This is an optimization exercise on Yosys and OpenROAD, whose aim is small area, not a production implementation.
Only simulation tests tie the RTL to the original design; equivalence was not proved.

## design/flow/run.sh

```bash
#!/bin/bash
# synth_recipe.tcl (not shown) runs the flow's synth.tcl, then flattens the netlist and writes it again
# the make line also repeats each setting of config.mk as NAME=value (left out here)
make -C /OpenROAD-flow-scripts/flow DESIGN_CONFIG=/design/flow/config.mk WORK_HOME=/design/flow/orfs CLKGATE_MAP_FILE= SYNTH_SCRIPT=/design/flow/synth_recipe.tcl finish
```

## design/flow/config.mk

```make
export PLATFORM = sky130hd
export DESIGN_NAME = aes_top
export DESIGN_NICKNAME = aes_top
export VERILOG_FILES = /design/flow/design.v
export SDC_FILE = /design/flow/constraint.sdc
export NUM_CORES = 4
export LEC_CHECK = 0
export CAP_MARGIN = 20
export CORE_MARGIN = 2
export CORE_UTILIZATION = 30
export SLEW_MARGIN = 20
```

## design/flow/constraint.sdc

```tcl
create_clock -name core_clock -period 10.0 [get_ports {clk_i}]
set_input_delay 2.0000 -clock core_clock [delete_from_list [all_inputs] [get_ports {clk_i}]]
set_output_delay 2.0000 -clock core_clock [all_outputs]
set_load 0.01 [all_outputs]
```

## design/flow/design.v

```verilog
`default_nettype none
package aes_pkg;
  typedef logic [128-1:0] aes_block_t;
  typedef logic [128-1:0]   aes_key_t;
  typedef logic [32-1:0]  aes_word_t;
  typedef logic [3:0]              aes_round_t;
  typedef enum logic [1:0] {
    AES_ECB = 2'b00,
    AES_CBC = 2'b01,
    AES_CTR = 2'b10
  } aes_mode_e;
  localparam logic [2047:0] SBOX_TABLE = {
    128'h637c777bf26b6fc53001672bfed7ab76,
    128'hca82c97dfa5947f0add4a2af9ca472c0,
    128'hb7fd9326363ff7cc34a5e5f171d83115,
    128'h04c723c31896059a071280e2eb27b275,
    128'h09832c1a1b6e5aa0523bd6b329e32f84,
    128'h53d100ed20fcb15b6acbbe394a4c58cf,
    128'hd0efaafb434d338545f9027f503c9fa8,
    128'h51a3408f929d38f5bcb6da2110fff3d2,
    128'hcd0c13ec5f974417c4a77e3d645d1973,
    128'h60814fdc222a908846eeb814de5e0bdb,
    128'he0323a0a4906245cc2d3ac629195e479,
    128'he7c8376d8dd54ea96c56f4ea657aae08,
    128'hba78252e1ca6b4c6e8dd741f4bbd8b8a,
    128'h703eb5664803f60e613557b986c11d9e,
    128'he1f8981169d98e949b1e87e9ce5528df,
    128'h8ca1890dbfe6426841992d0fb054bb16
  };
  function automatic logic [7:0] sbox(input logic [7:0] b);
    sbox = SBOX_TABLE[2047 - 8 * b -: 8];
  endfunction
  function automatic logic [7:0] xtime(input logic [7:0] b);
    xtime = {b[6:0], 1'b0} ^ (b[7] ? 8'h1b : 8'h00);
  endfunction
  function automatic aes_block_t sub_bytes(input aes_block_t s);
    aes_block_t o;
    for (int i = 0; i < 16; i++) begin
      o[8*i +: 8] = sbox(s[8*i +: 8]);
    end
    sub_bytes = o;
  endfunction
  function automatic aes_block_t shift_rows(input aes_block_t s);
    aes_block_t o;
    for (int c = 0; c < 4; c++) begin
      for (int r = 0; r < 4; r++) begin
        o[127 - 8 * (4 * c + r) -: 8] = s[127 - 8 * (4 * ((c + r) % 4) + r) -: 8];
      end
    end
    shift_rows = o;
  endfunction
  function automatic aes_block_t mix_columns(input aes_block_t s);
    aes_block_t o;
    aes_word_t  w;
    logic [7:0] a0, a1, a2, a3;
    for (int c = 0; c < 4; c++) begin
      w  = s[127 - 32 * c -: 32];
      a0 = w[31:24];
      a1 = w[23:16];
      a2 = w[15:8];
      a3 = w[7:0];
      o[127 - 32 * c -: 32] = {
        xtime(a0) ^ xtime(a1) ^ a1 ^ a2 ^ a3,
        a0 ^ xtime(a1) ^ xtime(a2) ^ a2 ^ a3,
        a0 ^ a1 ^ xtime(a2) ^ xtime(a3) ^ a3,
        xtime(a0) ^ a0 ^ a1 ^ a2 ^ xtime(a3)
      };
    end
    mix_columns = o;
  endfunction
  function automatic aes_word_t sub_word(input aes_word_t w);
    aes_word_t o;
    for (int i = 0; i < 4; i++) begin
      o[8*i +: 8] = sbox(w[8*i +: 8]);
    end
    sub_word = o;
  endfunction
  function automatic aes_word_t rot_word(input aes_word_t w);
    rot_word = {w[23:0], w[31:24]};
  endfunction
endpackage
`default_nettype wire
`default_nettype none
module aes_block_in (
  input  logic               clk_i,
  input  logic               reset_i,
  input  logic               cfg_we_i,
  input  logic [1:0]         mode_i,
  input  aes_pkg::aes_key_t  key_i,
  input  aes_pkg::aes_block_t iv_i,
  input  logic               start_i,
  input  aes_pkg::aes_block_t data_i,
  input  logic               res_valid_i,
  input  aes_pkg::aes_block_t res_data_i,
  output logic               ready_o,
  output logic               blk_valid_o,
  output aes_pkg::aes_block_t blk_state_o,
  output aes_pkg::aes_block_t blk_mask_o,
  output aes_pkg::aes_key_t  key_o
);
  aes_pkg::aes_mode_e mode_q;
  aes_pkg::aes_mode_e mode_d;
  aes_pkg::aes_key_t   key_q;
  aes_pkg::aes_block_t iv_q, iv_cur;
  logic       busy_q, start_acc, cfg_acc;
  logic       blk_valid_q;
  aes_pkg::aes_block_t blk_state_q, blk_mask_q;
  assign ready_o   = ~busy_q | res_valid_i;
  assign start_acc = start_i & ready_o;
  assign cfg_acc   = cfg_we_i & ready_o & ~start_i;
  always_comb begin
    unique case (mode_i)
      2'b01:   mode_d = aes_pkg::AES_CBC;
      2'b10:   mode_d = aes_pkg::AES_CTR;
      default: mode_d = aes_pkg::AES_ECB;
    endcase
  end
  assign iv_cur = (res_valid_i && mode_q == aes_pkg::AES_CBC) ? res_data_i : iv_q;
  always_ff @(posedge clk_i) begin
    if (reset_i) begin
      mode_q      <= aes_pkg::AES_ECB;
      key_q       <= '0;
      iv_q        <= '0;
      busy_q      <= 1'b0;
      blk_valid_q <= 1'b0;
    end else begin
      blk_valid_q <= start_acc;
      if (start_acc) begin
        busy_q <= 1'b1;
      end else if (res_valid_i) begin
        busy_q <= 1'b0;
      end
      if (cfg_acc) begin
        mode_q <= mode_d;
        key_q  <= key_i;
        iv_q   <= iv_i;
      end else if (start_acc && mode_q == aes_pkg::AES_CTR) begin
        iv_q <= iv_q + 1'b1;
      end else if (res_valid_i && mode_q == aes_pkg::AES_CBC) begin
        iv_q <= res_data_i;
      end
    end
  end
  always_ff @(posedge clk_i) begin
    if (start_acc) begin
      unique case (mode_q)
        aes_pkg::AES_CBC: begin
          blk_state_q <= data_i ^ iv_cur;
          blk_mask_q  <= '0;
        end
        aes_pkg::AES_CTR: begin
          blk_state_q <= iv_q;
          blk_mask_q  <= data_i;
        end
        default: begin
          blk_state_q <= data_i;
          blk_mask_q  <= '0;
        end
      endcase
    end
  end
  assign blk_valid_o = blk_valid_q;
  assign blk_state_o = blk_state_q;
  assign blk_mask_o  = blk_mask_q;
  assign key_o       = key_q;
endmodule
`default_nettype wire
`default_nettype none
module aes_key_sched (
  input  logic              clk_i,
  input  logic              load_i,
  input  logic              step_i,
  input  aes_pkg::aes_key_t key_i,
  output aes_pkg::aes_key_t round_key_o
);
  aes_pkg::aes_key_t   rk_q;
  aes_pkg::aes_key_t   rk_next;
  logic [7:0] rcon_q;
  aes_pkg::aes_word_t  w [4];
  aes_pkg::aes_word_t  n [4];
  aes_pkg::aes_word_t  t;
  always_comb begin
    for (int i = 0; i < 4; i++) begin
      w[i] = rk_q[128 - 1 - i * 32 -: 32];
    end
  end
  always_comb begin
    t    = aes_pkg::sub_word(aes_pkg::rot_word(w[3])) ^ {rcon_q, 24'h000000};
    n[0] = w[0] ^ t;
    n[1] = w[1] ^ n[0];
    n[2] = w[2] ^ n[1];
    n[3] = w[3] ^ n[2];
  end
  assign rk_next = {n[0], n[1], n[2], n[3]};
  always_ff @(posedge clk_i) begin
    if (load_i) begin
      rk_q   <= key_i;
      rcon_q <= 8'h01;
    end else if (step_i) begin
      rk_q   <= rk_next;
      rcon_q <= aes_pkg::xtime(rcon_q);
    end
  end
  assign round_key_o = rk_next;
endmodule
`default_nettype wire
`default_nettype none
module aes_cipher_core (
  input  logic                clk_i,
  input  logic                reset_i,
  input  logic                in_valid_i,
  input  aes_pkg::aes_block_t state_i,
  input  aes_pkg::aes_block_t mask_i,
  input  aes_pkg::aes_key_t   key_i,
  output logic                out_valid_o,
  output aes_pkg::aes_block_t data_o
);
  aes_pkg::aes_block_t state_q;
  aes_pkg::aes_round_t round_q;
  logic       run_q;
  logic       last_round;
  aes_pkg::aes_key_t   round_key;
  aes_pkg::aes_block_t shifted;
  aes_pkg::aes_block_t mixed;
  aes_pkg::aes_block_t round_out;
  logic       out_valid_q;
  aes_pkg::aes_block_t data_q;
  aes_key_sched u_key_sched (
    .clk_i       (clk_i),
    .load_i      (in_valid_i),
    .step_i      (run_q),
    .key_i       (key_i),
    .round_key_o (round_key)
  );
  assign last_round = (round_q == aes_pkg::aes_round_t'(10));
  assign shifted    = aes_pkg::shift_rows(aes_pkg::sub_bytes(state_q));
  assign mixed      = last_round ? shifted : aes_pkg::mix_columns(shifted);
  assign round_out  = mixed ^ round_key;
  always_ff @(posedge clk_i) begin
    if (reset_i) begin
      run_q       <= 1'b0;
      round_q     <= '0;
      out_valid_q <= 1'b0;
    end else begin
      out_valid_q <= run_q & last_round;
      if (in_valid_i) begin
        run_q   <= 1'b1;
        round_q <= aes_pkg::aes_round_t'(1);
      end else if (run_q) begin
        if (last_round) begin
          run_q   <= 1'b0;
          round_q <= '0;
        end else begin
          round_q <= round_q + 1'b1;
        end
      end
    end
  end
  always_ff @(posedge clk_i) begin
    if (in_valid_i) begin
      state_q <= state_i ^ key_i;
    end else if (run_q) begin
      state_q <= round_out;
    end
    if (run_q && last_round) begin
      data_q <= round_out ^ mask_i;
    end
  end
  assign out_valid_o = out_valid_q;
  assign data_o      = data_q;
endmodule
`default_nettype wire
`default_nettype none
module aes_top (
  input  logic                clk_i,
  input  logic                reset_i,
  input  logic                cfg_we_i,
  input  logic [1:0]          mode_i,
  input  aes_pkg::aes_key_t   key_i,
  input  aes_pkg::aes_block_t iv_i,
  input  logic                start_i,
  input  aes_pkg::aes_block_t data_i,
  output logic                ready_o,
  output logic                valid_o,
  output aes_pkg::aes_block_t data_o
);
  logic       blk_valid;
  aes_pkg::aes_block_t blk_state;
  aes_pkg::aes_block_t blk_mask;
  aes_pkg::aes_key_t   blk_key;
  logic       res_valid;
  aes_pkg::aes_block_t res_data;
  aes_block_in u_block_in (
    .clk_i       (clk_i),
    .reset_i     (reset_i),
    .cfg_we_i    (cfg_we_i),
    .mode_i      (mode_i),
    .key_i       (key_i),
    .iv_i        (iv_i),
    .start_i     (start_i),
    .data_i      (data_i),
    .res_valid_i (res_valid),
    .res_data_i  (res_data),
    .ready_o     (ready_o),
    .blk_valid_o (blk_valid),
    .blk_state_o (blk_state),
    .blk_mask_o  (blk_mask),
    .key_o       (blk_key)
  );
  aes_cipher_core u_cipher_core (
    .clk_i       (clk_i),
    .reset_i     (reset_i),
    .in_valid_i  (blk_valid),
    .state_i     (blk_state),
    .mask_i      (blk_mask),
    .key_i       (blk_key),
    .out_valid_o (res_valid),
    .data_o      (res_data)
  );
  assign valid_o = res_valid;
  assign data_o  = res_data;
endmodule
`default_nettype wire
```

==> results.json <==
{
  "dp.final_hpwl_mm": 535,
  "layout.cells.non_filler": 21700,
  "synth_ff_type": "edfxtp_1",
  "cts_hold_buf": 0,
  "antenna_found_initial": 61,
  "synth_compound_area_share_pct": 32.1,
  "cp_data_required_time_ns": 10.53,
  "start_kind": "register",
  "vias": 143000,
  "final_util_pct": 33.4,
  "cts_max_level": 3,
  "final_common_cell": "nand2_1",
  "regToRegEndpoint": "u_cipher_core.state_q[27]",
  "r2r_slack_ns": 2.41,
  "relSlewSlack_pct": 14.1,
  "synth_warnings": 5,
  "rsz0062_at_grt": "false",
  "grt_util_all_layers_pct": 33.4,
  "insertion_delay_ns": 0.83,
  "drv_slew": 0,
  "status": "complete, no violations",
  "rows": 234,
  "r2r_start": "u_cipher_core.u_key_sched.rk_q[17]",
  "max_freq_mhz": 132,
  "crit_type": "register to register",
  "synthArstFlopShare_pct": 0,
  "ys_ff_latch": 914,
  "min_from": "u_block_in.key_q[116]",
  "place_congestion": 1.04,
  "cts_buffers": 107,
  "fin_setup_tns_ns": 0,
  "cts_sinks": 914,
  "ys_seq_area_share_pct": 20.2,
  "syn_inst": 16800,
  "period_share_pct": 75.9,
  "worst_r2r_path_depth": 16,
  "synth_top_family_by_area": "compound AO/OA/AOI/OAI gates",
  "cts_buffer_depth": 3,
  "cts_tree": "yes",
  "holdPathStages": 2,
  "grt.overflow.total": 0,
  "die_h_um": 643,
  "dp_cells": 21400,
  "synth_mux_area_share_pct": 6.46,
  "grt_pass1_vias": 130000,
  "fp.dieArea_um2": 414000,
  "start_util_pct": 30.2,
  "numPortBuffers": 519,
  "post-cts-setup-buffers": 0,
  "core_um2": 406000,
  "root_buffer": "clkbuf_16",
  "grt_pass1_wl_mm": 1020,
  "worstPathArrival_ns": 8.12,
  "syn_to_final_growth_pct": 10.8,
  "grt_max_degree": 145,
  "post_drt_wl_per_cell_um": 33.9,
  "final_cell_mix": "1743 x nand2_1, 1413 x a21oi_1, 1237 x o21ai_0",
  "fp.dieW_um": 643,
  "drv_cap": 0,
  "cp-end-kind": "register",
  "tightest_slew_ns": 1.28,
  "layout-drive-gt1-share_pct": 7.73,
  "finalSetupViolations": 0,
  "avgViaCountPerCell": 6.63,
  "period_minus_slack_ns": 7.59,
  "hold_violations": 0,
  "routed_wirelength_mm": 734,
  "syn_area_per_cell_um2": 7.32,
  "synth.distinct_cells": 113,
  "syn_area_um2": 123000,
  "synth_edf_count": 640,
  "drtIter0Drc": 26500,
  "firstDrtPassIters": 12,
  "cts-resized-gates": 0,
  "finalClockSkew_ns": 0.112,
  "syn-num-nets": 17400,
  "yosys.area_share.simple_pct": 22.9,
  "detail-route-antenna-nets": 0,
  "hold_class": "register to register",
  "clk_pin_slew_ns": 0.07,
  "synth-xor-area-share_pct": 8.64,
  "num_io_pins": 520,
  "nNetsFinal": 16800,
  "min_to": "u_block_in.key_q[116]",
  "crit_fanout": 73,
  "drcViolationCount": 0,
  "yosys.area_share.adder_pct": 2.98
}
## logic make-up (layout without fill, tap and decap cells)
| kind of cell | Yosys count | count (layout) |
|---|---|---|
| AO/OA/AOI/OAI | 5853 | 5853 |
| AND/OR/NAND/NOR | 5790 | 5790 |
| buffers and inverters | 2123 | 1562 |
| XOR/XNOR | 1173 | 1173 |
| flip-flops | 914 | 914 |
| multiplexers | 606 | 606 |
| adder cells (fa/ha/maj) | 292 | 292 |
| other | 0 | 35 |
## state kept, by name, indices dropped and copies added (netlist names), 2 cells and up
signal and count:
u_cipher_core.u_key_sched.rk_q 128, u_cipher_core.u_key_sched.rcon_q 8, u_block_in.blk_state_q 128, u_cipher_core.round_q 4
u_cipher_core.state_q 128, u_cipher_core.data_q 128, u_block_in.mode_q 2, u_block_in.key_q 128
u_block_in.iv_q 128, u_block_in.blk_mask_q 128
## worst max-delay path, stage by stage, from the launching register on
cell and delay, ns:
edfxtp_1 0.34, buf_4 0.41, clkinv_1 0.46, ha_1 0.33, buf_4 0.23, ha_2 0.39, buf_4 0.61, nand2b_1 0.61
a21oi_1 0.13, o311a_1 0.35, o311ai_0 0.82, a22oi_1 0.35, xnor2_2 0.64, xnor2_2 0.43, xnor2_1 0.63, xor2_1 0.38
mux2i_1 0.13
## how the worst max path moves through the flow
stage	start	end	slack, ns	cells after the start
2_1_floorplan	start_i	u_block_in.iv_q[64]	0.31	7
3_3_place_gp	u_cipher_core.u_key_sched.rk_q[17]	u_cipher_core.state_q[62]	2.89	18
3_5_place_dp	u_cipher_core.u_key_sched.rk_q[17]	u_cipher_core.state_q[62]	2.85	18
4_1_cts	u_cipher_core.u_key_sched.rk_q[17]	u_cipher_core.state_q[62]	2.90	18
5_1_grt	u_cipher_core.u_key_sched.rk_q[0]	u_cipher_core.state_q[14]	2.35	16
6_report	u_cipher_core.u_key_sched.rk_q[17]	u_cipher_core.state_q[27]	2.41	16
## synthesized netlist by cell type (186+ instances only)
master,instances,share of area (%)
nand2_1,1748,5.4
a21oi_1,1414,5.8
clkbuf_1,1334,4.1
o21ai_0,1242,5.1
nor2_1,1119,3.4
xnor2_1,777,5.6
edfxtp_1,640,16
nor3_1,615,2.5
nand3_1,515,2.1
nand2b_1,414,2.1
nor2b_1,376,1.9
xor2_1,369,2.6
mux2i_1,347,2.8
a211oi_1,327,2.0
o211ai_1,308,1.9
a31oi_1,298,1.5
ha_1,292,3.0
inv_1,276,0.85
dfxtp_1,274,4.5
buf_2,238,0.97
and2_1,232,1.2
buf_1,214,0.66
a21o_1,197,1.2
a311oi_1,192,1.4
o311ai_0,186,1.3
## per-stage QoR
step                worst slack [ns]  instance area (µm²)  hold WS (ns)
floorplan                      0.314               123000         0.449
global placement                2.89               132000         0.474
detailed placement              2.85               132000         0.474
CTS                             2.90               136000         0.482
global route                    2.35               136000         0.512
finish                          2.41               136000         0.480
## layer usage
layer / routed length, µm / track usage [%] / vias up
met5: 271 / 0 / -
met4: 71300 / 26.3 / 44
met3: 76600 / 6.47 / 2141
met2: 306000 / 49.3 / 10600
met1: 279000 / 42.6 / 69300
li1: - / - / 61400
## layout make-up
| type | instances | area [µm²] |
|---|---|---|
| Antenna cell | 35 | 87.6 |
| Tap cell | 5428 | 6790 |
| Clock inverter | 64 | 833 |
| Timing Repair Buffer | 1036 | 9360 |
| Clock buffer | 135 | 2860 |
| Multi-Input combinational cell | 13700 | 89900 |
| Inverter | 327 | 1230 |
| Fill cell | 43800 | 271000 |
| Sequential cell | 914 | 24700 |

re-timing with driven ports:
No port has a modelled driver above. Below, the same layout with a new extraction and two added sets of constraints.
Step 1 (the two cells are an assumption about what drives the block):
set clk [get_ports {clk_i}]
set_driving_cell -lib_cell sky130_fd_sc_hd__clkbuf_16 $clk
set_driving_cell -lib_cell sky130_fd_sc_hd__buf_2 [delete_from_list [all_inputs] $clk]
Step 2 moves the port delays by t, midway between the first and last clock arrival at a register: inputs arrive t later, outputs are due t later. That takes back most of the time a late clock gives input paths.
Three values: ideal ports, drivers, drivers and shift; two values: the first two.
t (ns): 0.869
setup slack, ns: 2.415 / 2.415 / 2.415
worst hold slack (ns): 0.480 / 0.480 / 0.480
clock arrival spread, ns: 0.112 / 0.112
worst data-port slew with drivers (ns): 0.47
After both steps setup and hold are still met in this run. The setup slack of this run moves by 0.000 ns with the drivers and by 0.000 ns with both steps.
